This is an optimization exercise on Yosys and OpenROAD, whose aim is small area, a short achievable clock period and few clock cycles per item, not a production implementation. No functional check of the RTL was part of any run shown here.

==> flow/design.v, too long to show whole: its modules and the start of the top module <==
// module yuv2rgb_top: 565 lines
module yuv2rgb_top #(
	parameter int img_width = 320,
	parameter int img_height = 240
) (
	input logic CLOCK_50_I,
	input logic Resetn,
	input logic start,
	input logic [15:0] read_data,
	output logic [15:0] write_data,
	output logic [17:0] address,
	output logic write_en_n,
	output logic done
);
  // ...
==> flow/run.sh <==
#!/bin/bash
# synth_recipe.tcl (not shown) runs the flow's synth.tcl, then flattens the netlist and writes it again
# the make line also repeats each setting of config.mk as NAME=value (left out here)
make -C /OpenROAD-flow-scripts/flow DESIGN_CONFIG=/design/flow/config.mk WORK_HOME=/design/flow/orfs CLKGATE_MAP_FILE= SYNTH_SCRIPT=/design/flow/synth_recipe.tcl finish
==> flow/config.mk <==
export PLATFORM = sky130hd
export DESIGN_NAME = yuv2rgb_top
export DESIGN_NICKNAME = yuv2rgb_top
export VERILOG_FILES = /design/flow/design.v
export SDC_FILE = /design/flow/constraint.sdc
export NUM_CORES = 4
export LEC_CHECK = 0
export CAP_MARGIN = 20
export CORE_MARGIN = 2
export CORE_UTILIZATION = 40
export SLEW_MARGIN = 20
==> flow/constraint.sdc <==
create_clock -name core_clock -period 11.0 [get_ports {CLOCK_50_I}]
set_input_delay 2.2000 -clock core_clock [delete_from_list [all_inputs] [get_ports {CLOCK_50_I}]]
set_output_delay 2.2000 -clock core_clock [all_outputs]
set_load 0.01 [all_outputs]
==> impl_metrics.env, run 1 <==
export IMPL_cp_end_kind="register"
export IMPL_finalSetupViolations=0
export IMPL_vias=16300
export IMPL_clkLatencyLatePin_ns=0.61
export IMPL_synth_seq_cells=425
export IMPL_startpoint_type="register"
export IMPL_dieHeight_um=259
export IMPL_finalNonFillerCells=3371
export IMPL_critical_path_top_delay_family="compound AO/OA/AOI/OAI gates"
export IMPL_tap_cells=855
export IMPL_multi_input_area_um2=13500
export IMPL_io_pins=55
export IMPL_rsz0062_at_grt="false"
export IMPL_synthMostInstantiatedCell="inv_1"
export IMPL_inverters=500
export IMPL_synth_adder_area_share=0.301
export IMPL_hp_start="cw[7][7]$_DFFE_PP_"
export IMPL_placed_area_um2=27600
export IMPL_nets=2990
export IMPL_synth_mux_area_frac=0.0234
export IMPL_outcome="complete, no violations"
export IMPL_wl_met3_um=2000
export IMPL_buffer_area_frac=0.0218
export IMPL_syn_avg_cell_area_um2=10.8
export IMPL_synthFlopType="dfxtp_1"
export IMPL_r2r_end="tap_f[9]$_DFF_P_"
export IMPL_hold_class="register to register"
export IMPL_coreArea_um2=64300
export IMPL_syn_area_um2=26000
export IMPL_drive_above_1_share=0.0493
export IMPL_cts_tree="built"
export IMPL_synth_top_area_cell="edfxtp_1"
export IMPL_max_stage_delay_ns=0.84
export IMPL_io_buffers=54
export IMPL_seq_cell_share=0.360
export IMPL_maxSlewViolCount=0
export IMPL_timing_final_hold_violations=0
export IMPL_finClkSkew_ns=0.0276
export IMPL_nFlopsAndLatches=425
==> inputs of run 2 (changes only) <==
--- a/flow/design.v
+++ b/flow/design.v
@@ -23,39 +23,31 @@
 	function automatic logic [31:0] inc(input logic [31:0] a);
 		logic c;
 		c = 1'b1;
 		for (int i = 0; i < 32; i++) begin
 			inc[i] = a[i] ^ c;
 			c = c & a[i];
 		end
 	endfunction
-	function automatic logic [17:0] add18(input logic [17:0] a, input logic [17:0] b);
-		logic c;
-		c = 1'b0;
-		for (int i = 0; i < 18; i++) begin
-			add18[i] = a[i] ^ b[i] ^ c;
-			c = (a[i] & b[i]) | (a[i] & c) | (b[i] & c);
-		end
-	endfunction
 	logic active;
 	logic [3:0] ph;
 	logic [15:0] mc;
 	logic [6:0] col;
 	logic wr_ok;
 	logic [16:0] rgb;
 	logic finish;
 	logic wr_ok_n;
 	logic wr_issue;
 	logic [17:0] c_addr;
 	assign finish = active && (ph == 4'd5) && (mc == y_end);
 	assign wr_ok_n = wr_ok || ((ph == 4'd5) && (col == 7'd0));
 	assign wr_issue = active && !finish && wr_ok_n && ((ph == 4'd1) || (ph == 4'd3)
 		|| (ph == 4'd4) || (ph == 4'd5) || (ph == 4'd7) || (ph == 4'd8));
-	assign c_addr = add18(((ph == 4'd0) ? v_base2 : u_base2), {{2{mc[15]}}, mc});
+	assign c_addr = ((ph == 4'd0) ? v_base2 : u_base2) + {{2{mc[15]}}, mc};
 	always_ff @(posedge CLOCK_50_I or negedge Resetn) begin
 		if (!Resetn) begin
 			active <= 1'b0;
 			ph <= 4'd9;
 			done <= 1'b0;
 			write_en_n <= 1'b1;
 		end else begin
 			done <= finish;
@@ -129,87 +121,119 @@
 		cl_l0 <= n_allc || (n_a && (col == 7'd0));
 		cl_l1 <= n_b && (col == 7'd0);
 		cl_r7 <= n_b && (col == 7'(macros_per_row - 2));
 		cl_r8 <= n_a && (col == 7'(macros_per_row - 1));
 		cl_r9 <= n_allc || (n_b && (col == 7'(macros_per_row - 1)));
 	end
 	logic [7:0] e0, e1, e2, e3, e4, e5;
 	logic [7:0] t0, t1, t3, t4, t5;
-	logic [9:0] tap_a;
-	logic [8:0] tap_c;
-	logic [9:0] tap_d, tap_e;
-	logic [10:0] tap_f;
+	logic [8:0] tap_a, tap_b, tap_c;
 	logic [16:0] f_ra, f_rb, f_sum;
 	logic [8:0] fir_out;
 	assign e0 = cw[0];
 	assign e1 = cw[2];
 	assign e2 = vsel ? cw[5] : cw[4];
 	assign e3 = cw[6];
 	assign e4 = cw[8];
 	assign e5 = cw[10];
 	assign t0 = cl_l0 ? e2 : (cl_l1 ? e1 : e0);
 	assign t1 = cl_l0 ? e2 : e1;
 	assign t3 = cl_r9 ? e2 : e3;
 	assign t4 = cl_r9 ? e2 : (cl_r8 ? e3 : e4);
 	assign t5 = cl_r9 ? e2 : (cl_r8 ? e3 : (cl_r7 ? e4 : e5));
 	always_ff @(posedge CLOCK_50_I) begin
-		tap_a <= {2'b0, t0} + {2'b0, t5} + 10'd129;
+		tap_a <= {1'b0, t0} + {1'b0, t5};
+		tap_b <= {1'b0, t1} + {1'b0, t4};
 		tap_c <= {1'b0, e2} + {1'b0, t3};
-		tap_d <= {2'b0, t0} + {2'b0, t5} - {2'b0, t1} - {2'b0, t4};
-		tap_e <= {2'b0, t0} + {2'b0, t5} + {2'b0, t1} + {2'b0, t4};
-		tap_f <= {2'b0, e2, 1'b0} + {2'b0, t3, 1'b0} - {3'b0, t1} - {3'b0, t4};
 	end
-	logic hf_s0, hf_c1, hf_s2, hf_c3, hf_s4, hf_c5, hf_s6, hf_c7, hf_s8, hf_c9, hf_s10, hf_c11, hf_s12, hf_c13, hf_s14, hf_c15, hf_s16, hf_c17, hf_s18, hf_c19, hf_s20, hf_c21, hf_s22, hf_c23, hf_s24, hf_c25, hf_s26, hf_c27, hf_s28, hf_c29, hf_s30, hf_c31, hf_s32, hf_c33, hf_s34, hf_c35, hf_s36, hf_c37, hf_s38, hf_c39, hf_s40, hf_c41, hf_s42, hf_c43, hf_s44, hf_c45, hf_s46, hf_c47, hf_s48, hf_c49, hf_s50, hf_c51, hf_s52, hf_c53, hf_s54, hf_c55, hf_s56, hf_c57, hf_s58, hf_c59, hf_s60, hf_c61, hf_s62, hf_c63, hf_s64, hf_c65, hf_s66, hf_c67, hf_s68, hf_c69, hf_s70, hf_c71, hf_s72, hf_c73, hf_s74, hf_c75, hf_s76, hf_c77;
-	assign {hf_c1, hf_s0} = {1'b0, tap_a[5]} + {1'b0, tap_d[3]};
-	assign {hf_c3, hf_s2} = {1'b0, tap_a[6]} + {1'b0, tap_d[4]} + {1'b0, tap_e[2]};
-	assign {hf_c5, hf_s4} = {1'b0, tap_f[0]} + {1'b0, ~tap_c[6]};
-	assign {hf_c7, hf_s6} = {1'b0, tap_a[7]} + {1'b0, tap_d[5]} + {1'b0, tap_e[3]};
-	assign {hf_c9, hf_s8} = {1'b0, tap_f[1]} + {1'b0, ~tap_c[7]} + {1'b0, tap_c[2]};
-	assign {hf_c11, hf_s10} = {1'b0, tap_a[8]} + {1'b0, tap_d[6]} + {1'b0, tap_e[4]};
-	assign {hf_c13, hf_s12} = {1'b0, tap_f[2]} + {1'b0, ~tap_c[8]} + {1'b0, tap_c[3]};
-	assign {hf_c15, hf_s14} = {1'b0, tap_a[9]} + {1'b0, tap_d[7]} + {1'b0, tap_e[5]};
-	assign hf_s16 = ~(tap_f[3] ^ tap_c[4]);
-	assign hf_c17 = tap_f[3] | tap_c[4];
-	assign {hf_c19, hf_s18} = {1'b0, tap_d[8]} + {1'b0, tap_e[6]} + {1'b0, tap_f[4]};
-	assign hf_s20 = ~tap_c[5];
-	assign hf_c21 = tap_c[5];
-	assign {hf_c23, hf_s22} = {1'b0, ~tap_d[9]} + {1'b0, tap_e[7]} + {1'b0, tap_f[5]};
-	assign {hf_c25, hf_s24} = {1'b0, tap_e[8]} + {1'b0, tap_f[6]};
-	assign {hf_c27, hf_s26} = {1'b0, tap_e[9]} + {1'b0, tap_f[7]};
-	assign {hf_c29, hf_s28} = {1'b0, tap_a[4]} + {1'b0, tap_d[2]};
-	assign {hf_c31, hf_s30} = {1'b0, tap_e[1]} + {1'b0, ~tap_c[5]} + {1'b0, tap_c[0]};
-	assign {hf_c33, hf_s32} = {1'b0, tap_c[1]} + {1'b0, hf_c1} + {1'b0, hf_s4};
-	assign {hf_c35, hf_s34} = {1'b0, hf_c5} + {1'b0, hf_c3} + {1'b0, hf_s6};
-	assign {hf_c37, hf_s36} = {1'b0, hf_c7} + {1'b0, hf_c9} + {1'b0, hf_s10};
-	assign {hf_c39, hf_s38} = {1'b0, hf_c11} + {1'b0, hf_c13} + {1'b0, hf_s14};
-	assign {hf_c41, hf_s40} = {1'b0, hf_s20} + {1'b0, hf_c15} + {1'b0, hf_c17};
-	assign {hf_c43, hf_s42} = {1'b0, tap_c[6]} + {1'b0, hf_c21} + {1'b0, hf_c19};
-	assign hf_s44 = ~(tap_c[7] ^ hf_s24);
-	assign hf_c45 = tap_c[7] | hf_s24;
-	assign hf_s46 = ~(tap_c[8] ^ hf_c25);
-	assign hf_c47 = tap_c[8] | hf_c25;
-	assign hf_s48 = ~tap_f[8];
-	assign hf_c49 = tap_f[8];
-	assign {hf_c51, hf_s50} = {1'b0, tap_a[2]} + {1'b0, tap_d[0]};
-	assign {hf_c53, hf_s52} = {1'b0, tap_a[3]} + {1'b0, tap_d[1]} + {1'b0, ~tap_c[3]};
-	assign {hf_c55, hf_s54} = {1'b0, tap_e[0]} + {1'b0, ~tap_c[4]} + {1'b0, hf_s28};
-	assign {hf_c57, hf_s56} = {1'b0, hf_c29} + {1'b0, hf_s0} + {1'b0, hf_s30};
-	assign {hf_c59, hf_s58} = {1'b0, hf_c31} + {1'b0, hf_s2} + {1'b0, hf_s32};
-	assign {hf_c61, hf_s60} = {1'b0, hf_s8} + {1'b0, hf_c33} + {1'b0, hf_s34};
-	assign {hf_c63, hf_s62} = {1'b0, hf_s12} + {1'b0, hf_c35} + {1'b0, hf_s36};
-	assign {hf_c65, hf_s64} = {1'b0, hf_s16} + {1'b0, hf_c37} + {1'b0, hf_s38};
-	assign {hf_c67, hf_s66} = {1'b0, hf_s18} + {1'b0, hf_c39} + {1'b0, hf_s40};
-	assign {hf_c69, hf_s68} = {1'b0, hf_s22} + {1'b0, hf_c41} + {1'b0, hf_s42};
-	assign {hf_c71, hf_s70} = {1'b0, hf_c23} + {1'b0, hf_s44} + {1'b0, hf_c43};
-	assign {hf_c73, hf_s72} = {1'b0, hf_s26} + {1'b0, hf_c45} + {1'b0, hf_s46};
-	assign {hf_c75, hf_s74} = {1'b0, hf_s48} + {1'b0, hf_c27} + {1'b0, hf_c47};
-	assign {hf_c77, hf_s76} = {1'b0, tap_f[9]} + {1'b0, hf_c49};
-	assign f_ra = {hf_c77, hf_c75, hf_c73, hf_c71, hf_c69, hf_c67, hf_c65, hf_c63, hf_c61, hf_c59, hf_c57, hf_c55, hf_c53, hf_c51, hf_s50, tap_a[1], tap_a[0]};
-	assign f_rb = {~tap_f[10], hf_s76, hf_s74, hf_s72, hf_s70, hf_s68, hf_s66, hf_s64, hf_s62, hf_s60, hf_s58, hf_s56, hf_s54, hf_s52, ~tap_c[2], ~tap_c[1], ~tap_c[0]};
+	logic hf_s0, hf_c1, hf_s2, hf_c3, hf_s4, hf_c5, hf_s6, hf_c7, hf_s8, hf_c9, hf_s10, hf_c11, hf_s12, hf_c13, hf_s14, hf_c15, hf_s16, hf_c17, hf_s18, hf_c19, hf_s20, hf_c21, hf_s22, hf_c23, hf_s24, hf_c25, hf_s26, hf_c27, hf_s28, hf_c29, hf_s30, hf_c31, hf_s32, hf_c33, hf_s34, hf_c35, hf_s36, hf_c37, hf_s38, hf_c39, hf_s40, hf_c41, hf_s42, hf_c43, hf_s44, hf_c45, hf_s46, hf_c47, hf_s48, hf_c49, hf_s50, hf_c51, hf_s52, hf_c53, hf_s54, hf_c55, hf_s56, hf_c57, hf_s58, hf_c59, hf_s60, hf_c61, hf_s62, hf_c63, hf_s64, hf_c65, hf_s66, hf_c67, hf_s68, hf_c69, hf_s70, hf_c71, hf_s72, hf_c73, hf_s74, hf_c75, hf_s76, hf_c77, hf_s78, hf_c79, hf_s80, hf_c81, hf_s82, hf_c83, hf_s84, hf_c85, hf_s86, hf_c87, hf_s88, hf_c89, hf_s90, hf_c91, hf_s92, hf_c93, hf_s94, hf_c95, hf_s96, hf_c97, hf_s98, hf_c99, hf_s100, hf_c101, hf_s102, hf_c103, hf_s104, hf_c105, hf_s106, hf_c107, hf_s108, hf_c109, hf_s110, hf_c111, hf_s112, hf_c113, hf_s114, hf_c115, hf_s116, hf_c117, hf_s118, hf_c119, hf_s120, hf_c121, hf_s122, hf_c123, hf_s124, hf_c125, hf_s126, hf_c127, hf_s128, hf_c129, hf_s130, hf_c131, hf_s132, hf_c133, hf_s134, hf_c135, hf_s136, hf_c137, hf_s138, hf_c139, hf_s140, hf_c141, hf_s142, hf_c143;
+	assign {hf_c1, hf_s0} = {1'b0, tap_a[7]} + {1'b0, tap_a[5]};
+	assign {hf_c3, hf_s2} = {1'b0, tap_a[8]} + {1'b0, tap_a[6]};
+	assign {hf_c5, hf_s4} = {1'b0, tap_a[5]} + {1'b0, tap_a[3]};
+	assign {hf_c7, hf_s6} = {1'b0, tap_a[6]} + {1'b0, tap_a[4]} + {1'b0, tap_a[2]};
+	assign {hf_c9, hf_s8} = {1'b0, ~tap_b[4]} + {1'b0, tap_b[2]} + {1'b0, ~tap_b[0]};
+	assign {hf_c11, hf_s10} = {1'b0, tap_a[3]} + {1'b0, ~tap_b[5]} + {1'b0, tap_b[3]};
+	assign {hf_c13, hf_s12} = {1'b0, ~tap_b[1]} + {1'b0, ~tap_c[7]} + {1'b0, tap_c[2]};
+	assign hf_s14 = ~tap_c[0];
+	assign hf_c15 = tap_c[0];
+	assign {hf_c17, hf_s16} = {1'b0, tap_a[4]} + {1'b0, ~tap_b[6]} + {1'b0, tap_b[4]};
+	assign {hf_c19, hf_s18} = {1'b0, ~tap_b[2]} + {1'b0, ~tap_c[8]} + {1'b0, tap_c[3]};
+	assign {hf_c21, hf_s20} = {1'b0, tap_c[1]} + {1'b0, hf_c1} + {1'b0, hf_s2};
+	assign {hf_c23, hf_s22} = {1'b0, tap_a[7]} + {1'b0, tap_a[5]} + {1'b0, ~tap_b[7]};
+	assign {hf_c25, hf_s24} = {1'b0, tap_b[5]} + {1'b0, ~tap_b[3]} + {1'b0, tap_c[4]};
+	assign hf_s26 = ~(tap_c[2] ^ hf_c3);
+	assign hf_c27 = tap_c[2] | hf_c3;
+	assign {hf_c29, hf_s28} = {1'b0, tap_a[8]} + {1'b0, tap_a[6]} + {1'b0, ~tap_b[8]};
+	assign {hf_c31, hf_s30} = {1'b0, tap_b[6]} + {1'b0, ~tap_b[4]} + {1'b0, tap_c[5]};
+	assign hf_s32 = ~tap_c[3];
+	assign hf_c33 = tap_c[3];
+	assign {hf_c35, hf_s34} = {1'b0, tap_a[7]} + {1'b0, tap_b[7]} + {1'b0, ~tap_b[5]};
+	assign {hf_c37, hf_s36} = {1'b0, tap_a[8]} + {1'b0, tap_b[8]};
+	assign {hf_c39, hf_s38} = {1'b0, tap_a[2]} + {1'b0, tap_a[0]};
+	assign {hf_c41, hf_s40} = {1'b0, tap_a[3]} + {1'b0, tap_a[1]};
+	assign {hf_c43, hf_s42} = {1'b0, tap_a[4]} + {1'b0, tap_a[2]} + {1'b0, tap_a[0]};
+	assign {hf_c45, hf_s44} = {1'b0, ~tap_b[2]} + {1'b0, tap_b[0]};
+	assign {hf_c47, hf_s46} = {1'b0, tap_a[1]} + {1'b0, ~tap_b[3]} + {1'b0, tap_b[1]};
+	assign {hf_c49, hf_s48} = {1'b0, ~tap_c[5]} + {1'b0, tap_c[0]} + {1'b0, hf_s4};
+	assign hf_s50 = ~(~tap_c[6] ^ tap_c[1]);
+	assign hf_c51 = ~tap_c[6] | tap_c[1];
+	assign {hf_c53, hf_s52} = {1'b0, hf_c5} + {1'b0, hf_s6} + {1'b0, hf_s8};
+	assign {hf_c55, hf_s54} = {1'b0, hf_s14} + {1'b0, hf_s0} + {1'b0, hf_c7};
+	assign {hf_c57, hf_s56} = {1'b0, hf_c9} + {1'b0, hf_s10} + {1'b0, hf_s12};
+	assign {hf_c59, hf_s58} = {1'b0, hf_c15} + {1'b0, hf_c11} + {1'b0, hf_c13};
+	assign {hf_c61, hf_s60} = {1'b0, hf_s16} + {1'b0, hf_s18} + {1'b0, hf_s20};
+	assign {hf_c63, hf_s62} = {1'b0, hf_c17} + {1'b0, hf_c19} + {1'b0, hf_s22};
+	assign {hf_c65, hf_s64} = {1'b0, hf_s24} + {1'b0, hf_c21} + {1'b0, hf_s26};
+	assign {hf_c67, hf_s66} = {1'b0, hf_s32} + {1'b0, hf_c23} + {1'b0, hf_c25};
+	assign {hf_c69, hf_s68} = {1'b0, hf_s28} + {1'b0, hf_s30} + {1'b0, hf_c27};
+	assign {hf_c71, hf_s70} = {1'b0, tap_c[6]} + {1'b0, tap_c[4]} + {1'b0, hf_c33};
+	assign {hf_c73, hf_s72} = {1'b0, hf_c29} + {1'b0, hf_c31} + {1'b0, hf_s34};
+	assign {hf_c75, hf_s74} = {1'b0, ~tap_b[6]} + {1'b0, tap_c[7]} + {1'b0, tap_c[5]};
+	assign hf_s76 = ~(hf_s36 ^ hf_c35);
+	assign hf_c77 = hf_s36 | hf_c35;
+	assign {hf_c79, hf_s78} = {1'b0, ~tap_b[7]} + {1'b0, tap_c[8]} + {1'b0, tap_c[6]};
+	assign hf_s80 = ~hf_c37;
+	assign hf_c81 = hf_c37;
+	assign {hf_c83, hf_s82} = {1'b0, ~tap_b[8]} + {1'b0, tap_c[7]};
+	assign {hf_c85, hf_s84} = {1'b0, ~tap_b[0]} + {1'b0, ~tap_c[2]};
+	assign {hf_c87, hf_s86} = {1'b0, ~tap_b[1]} + {1'b0, ~tap_c[3]} + {1'b0, hf_c39};
+	assign {hf_c89, hf_s88} = {1'b0, ~tap_c[4]} + {1'b0, hf_c41} + {1'b0, hf_s44};
+	assign {hf_c91, hf_s90} = {1'b0, hf_c45} + {1'b0, hf_c43} + {1'b0, hf_s46};
+	assign {hf_c93, hf_s92} = {1'b0, hf_c47} + {1'b0, hf_s50} + {1'b0, hf_c49};
+	assign {hf_c95, hf_s94} = {1'b0, hf_c51} + {1'b0, hf_c53} + {1'b0, hf_s54};
+	assign {hf_c97, hf_s96} = {1'b0, hf_c55} + {1'b0, hf_c57} + {1'b0, hf_s58};
+	assign {hf_c99, hf_s98} = {1'b0, hf_c59} + {1'b0, hf_s62} + {1'b0, hf_c61};
+	assign {hf_c101, hf_s100} = {1'b0, hf_c63} + {1'b0, hf_s66} + {1'b0, hf_c65};
+	assign {hf_c103, hf_s102} = {1'b0, hf_s70} + {1'b0, hf_c67} + {1'b0, hf_s72};
+	assign {hf_c105, hf_s104} = {1'b0, hf_s74} + {1'b0, hf_c71} + {1'b0, hf_c73};
+	assign {hf_c107, hf_s106} = {1'b0, hf_c75} + {1'b0, hf_s78} + {1'b0, hf_s80};
+	assign hf_s108 = ~(hf_s82 ^ hf_c79);
+	assign hf_c109 = hf_s82 | hf_c79;
+	assign hf_s110 = ~tap_c[8];
+	assign hf_c111 = tap_c[8];
+	assign {hf_c113, hf_s112} = {1'b0, tap_a[0]} + {1'b0, ~tap_c[0]};
+	assign {hf_c115, hf_s114} = {1'b0, tap_a[1]} + {1'b0, ~tap_c[1]};
+	assign hf_s116 = ~(hf_s84 ^ hf_s38);
+	assign hf_c117 = hf_s84 | hf_s38;
+	assign {hf_c119, hf_s118} = {1'b0, hf_c85} + {1'b0, hf_s40} + {1'b0, hf_s86};
+	assign {hf_c121, hf_s120} = {1'b0, hf_s42} + {1'b0, hf_c87} + {1'b0, hf_s88};
+	assign {hf_c123, hf_s122} = {1'b0, hf_c89} + {1'b0, hf_s48} + {1'b0, hf_s90};
+	assign {hf_c125, hf_s124} = {1'b0, hf_c91} + {1'b0, hf_s52} + {1'b0, hf_s92};
+	assign {hf_c127, hf_s126} = {1'b0, hf_s56} + {1'b0, hf_c93} + {1'b0, hf_s94};
+	assign {hf_c129, hf_s128} = {1'b0, hf_s60} + {1'b0, hf_c95} + {1'b0, hf_s96};
+	assign {hf_c131, hf_s130} = {1'b0, hf_s64} + {1'b0, hf_c97} + {1'b0, hf_s98};
+	assign {hf_c133, hf_s132} = {1'b0, hf_s68} + {1'b0, hf_c99} + {1'b0, hf_s100};
+	assign {hf_c135, hf_s134} = {1'b0, hf_c69} + {1'b0, hf_s102} + {1'b0, hf_c101};
+	assign {hf_c137, hf_s136} = {1'b0, hf_s76} + {1'b0, hf_c103} + {1'b0, hf_s104};
+	assign {hf_c139, hf_s138} = {1'b0, hf_c77} + {1'b0, hf_s106} + {1'b0, hf_c105};
+	assign {hf_c141, hf_s140} = {1'b0, hf_c81} + {1'b0, hf_s108} + {1'b0, hf_c107};
+	assign {hf_c143, hf_s142} = {1'b0, hf_s110} + {1'b0, hf_c83} + {1'b0, hf_c109};
+	assign f_ra = {hf_c143, hf_c141, hf_c139, hf_c137, hf_c135, hf_c133, hf_c131, hf_c129, hf_c127, hf_c125, hf_c123, hf_c121, hf_c119, hf_c117, hf_c115, hf_c113, hf_s112};
+	assign f_rb = {hf_c111, hf_s142, hf_s140, hf_s138, hf_s136, hf_s134, hf_s132, hf_s130, hf_s128, hf_s126, hf_s124, hf_s122, hf_s120, hf_s118, hf_s116, hf_s114, 1'b1};
 	assign f_sum = f_ra + f_rb;
 	assign fir_out = f_sum[16:8];
 	logic [15:0] yreg;
 	logic [7:0] l_in;
 	logic [23:0] l_ra, l_rb;
 	logic [23:0] l_reg;
 	logic [8:0] pu_p, pu_n, pv_p, pv_n;
 	logic [26:0] sr_ra, sr_rb, sg_ra, sg_rb, sb_ra, sb_rb;
==> impl_metrics.env, run 2 <==
export IMPL_nets=2894
export IMPL_critPathMostFrequentCell="fa_1"
export IMPL_die_x_um=255
export IMPL_synthTopCellsByCount="inv_1 (457), ha_1 (257), fa_1 (207), dfxtp_1 (199), edfxtp_1 (196)"
export IMPL_synth_seq_area_share=0.398
export IMPL_layout_commonest_cell="inv_1"
export IMPL_cts_tree="built"
export IMPL_drive_above_1_share=0.0437
export IMPL_crit_type="register to register"
export IMPL_worst_slew_pin_slew_ns=0.928
export IMPL_timing_rr_start="tap_a[6]$_DFF_P_"
export IMPL_layout_common_cells="inv_1 (457), ha_1 (257), fa_1 (207)"
export IMPL_coreArea_um2=62700
export IMPL_cp_depth=13
export IMPL_wl_per_cell_um=17.1
export IMPL_worstPathRequired_ns=11.31
export IMPL_timing_final_hold_violations=0
export IMPL_grt_pass1_wl_um=92200
export IMPL_dieHeight_um=255
export IMPL_post_synth_num_cell_types=79
export IMPL_drt_wl_total_um=56400
export IMPL_dp_slack_ns=6.38
export IMPL_fin_crit_sh=0.423
export IMPL_firstDrtPassIters=7
export IMPL_fillCellCount=5837
export IMPL_wl_met3_um=2610
export IMPL_htree_levels=2
export IMPL_gr_total_overflow=0
export IMPL_io_pins=55
export IMPL_syn_area_um2=25200
export IMPL_synth_top_area_frac=0.233
export IMPL_cts_repair_resized=0
export IMPL_yosysWarnings=2
export IMPL_post_cts_buffers=0
export IMPL_grt_max_degree=68
export IMPL_ff2ff_path_depth=13
export IMPL_syn_avg_cell_area_um2=10.7
export IMPL_critPathBufInv=2
export IMPL_startpoint_type="register"
export IMPL_clk_pin_slew_worst_paths_ns=0.06
export IMPL_crit_path_end="pu_n[6]$_DFFE_PP_"
export IMPL_outcome="complete, no violations"
export IMPL_row_count=92
export IMPL_path_cells="ha_1 -> fa_1 -> inv_1 -> fa_1 -> fa_1 -> fa_1 -> inv_1 -> ha_1 -> a21oi_1 -> a21bo_2 -> a31oi_2 -> o21ai_0 -> xnor2_1"
export IMPL_rrSetupSlack_ns=6.34
export IMPL_ant_nets=0
export IMPL_globalRouteTotalUtil=0.182
export IMPL_antenna_found_initial=1
export IMPL_io_buffers=54
export IMPL_vias=16400
export IMPL_crit_fanout=5
export IMPL_hold_class="register to register"
export IMPL_maxCapViolations=0
export IMPL_r2r_end="pu_n[6]$_DFFE_PP_"
export IMPL_synthArstFlopShare=0.0174
export IMPL_finalWeightedCongestion=0.893
export IMPL_max_freq_mhz=215
export IMPL_via_per_inst=4.98
export IMPL_ys_top_cells_by_area="edfxtp_1 (23%), fa_1 (16%), dfxtp_1 (16%), ha_1 (13%), inv_1 (6.8%)"
export IMPL_seq_area_um2=10000
export IMPL_critical_path_top_delay_family="adder cells"
export IMPL_cts_hold_buf=0
export IMPL_grt_pass1_vias=17000
export IMPL_slowest_stage="fa_1"
export IMPL_cts_root_buf="clkbuf_16"
export IMPL_synth_edf_count=196
export IMPL_critical_path_startpoint="tap_a[6]$_DFF_P_"
export IMPL_setup_ws_ns=6.34
export IMPL_maxSlewViolCount=0
export IMPL_finalSetupViolations=0
export IMPL_wl_met2_um=26900
export IMPL_clkLatencyLatePin_ns=0.59
export IMPL_drt_met1_wl_um=25100
export IMPL_finClkSkew_ns=0.0242
export IMPL_cp_end_kind="register"
export IMPL_synth_top_area_cell="edfxtp_1"
export IMPL_synth_net_count=2830
export IMPL_synthMostInstantiatedCell="inv_1"
export IMPL_synthFlopType="dfxtp_1"
export IMPL_start_util=0.402
export IMPL_cts_buffer_depth=3
export IMPL_first_iter_violations=887
export IMPL_hpwl_um=44600
export IMPL_synth_seq_cells=402
export IMPL_arrival_ns=4.97
export IMPL_synthCells=2347
export IMPL_hp_start="cw[9][3]$_DFFE_PP_"
export IMPL_multi_input_area_um2=13300
export IMPL_drc=0
export IMPL_fin_tns_setup_ns=0
export IMPL_dieArea_um2=65100
export IMPL_areaGrowthSynthToFinish_pct=11.7
export IMPL_finish_utilization=0.449
export IMPL_clkSinkCount=402
export IMPL_cts_buffers=45
export IMPL_antenna_cells=0
export IMPL_min_period_ns=4.66
export IMPL_largest_register_ffs=96
export IMPL_top_layer="met4"
export IMPL_slew_limit_headroom=0.381
export IMPL_max_stage_delay_ns=0.51
export IMPL_rsz0062_at_grt="false"
## run 2: cell count changes in the layout (fill, tap and decap cells not counted), sizes merged, moves of 23 or more
cell / previous run / this run
a21oi: 114 / 144
dfxtp: 222 / 199
inv: 503 / 462
o21ai: 119 / 90
nor2b: 15 / 39
nand2: 190 / 157
## run 2: worst reg2reg max path, delay by kind of cell, from the launching register on
kind,cells,cell delay [ns]
AOI/OAI and AO/OA,4,1.15
xor gates and xnor gates,1,0.19
adders and majority gates,6,2.54
buffers and inverters,2,0.09
DFF,1,0.41
## run 2: worst min path at each step
stage	endpoint	slack (ns)	cells after the start
floorplan	mg_b[9]$_DFF_P_	0.38	1
global placement	cw[6][1]$_DFFE_PP_	0.40	0
detailed placement	cw[10][6]$_DFFE_PP_	0.40	0
CTS	cw[8][3]$_DFFE_PP_	0.41	0
global route	cw[8][3]$_DFFE_PP_	0.42	0
finish	cw[8][3]$_DFFE_PP_	0.41	0
## run 2: kinds of logic after synthesis
family,count (synthesis),synth area share
multiplexers,41,0.0163
AND/OR/NAND/NOR,438,0.0845
adder cells (fa/ha/maj),464,0.292
buffers and inverters,510,0.0769
flip-flops,402,0.398
AO/OA/AOI/OAI,407,0.103
XOR/XNOR,85,0.0295
## run 2: final cells by class
type,count,area share
clock inverters,18,0.00635
flip-flops and latches,402,0.356
clock buffers,65,0.0441
multi-input cells,1435,0.471
well taps,846,0.0375
repair buffers,68,0.0230
inverters,459,0.0611
## run 2: through the flow
step | hold slack, ns | cell area [µm²] | std cells
floorplan | 0.385 | 25200 | 2347
global route | 0.417 | 28200 | 3293
finish | 0.409 | 28200 | 3293
detailed placement | 0.405 | 26800 | 3209
global placement | 0.401 | 26700 | 3209
CTS | 0.412 | 28200 | 3292
## run 2: layer usage
metal / global-route usage / vias to the layer above
li1: - / 7995
met1: 0.237 / 7961
met2: 0.307 / 337
met3: 0.0298 / 101
met4: 0.0618 / 0
met5: 0 / -

what the ideal ports hide:
Ports are ideal in the flow. The routed layouts listed here were re-timed in OpenROAD.
Step 1 sets driving cells, clkbuf_16 on the clock port and buf_2 on the other inputs (assumed; they add their load-dependent delay and slew).
Step 2, shift: input delay + t, output delay - t, t = (earliest + latest rising clock arrival at the registers) / 2. This alone moves slack from input paths to output paths.
Slacks: ideal / step 1 / step 2; pairs: ideal / step 1.
| run | t, ns | setup slack, ns | hold WS [ns] | slew at the worst register clock pin (ns) | worst data-port slew with drivers (ns) |
|---|---|---|---|---|---|
| run 1 | 0.647 | 6.308 / 6.308 / 6.308 | 0.409 / 0.409 / 0.409 | 0.06 / 0.06 | 0.04 |
| run 2 | 0.640 | 6.342 / 6.342 / 6.342 | 0.409 / 0.409 / 0.409 | 0.06 / 0.06 | 0.03 |
After both steps setup and hold are still met in every run listed.
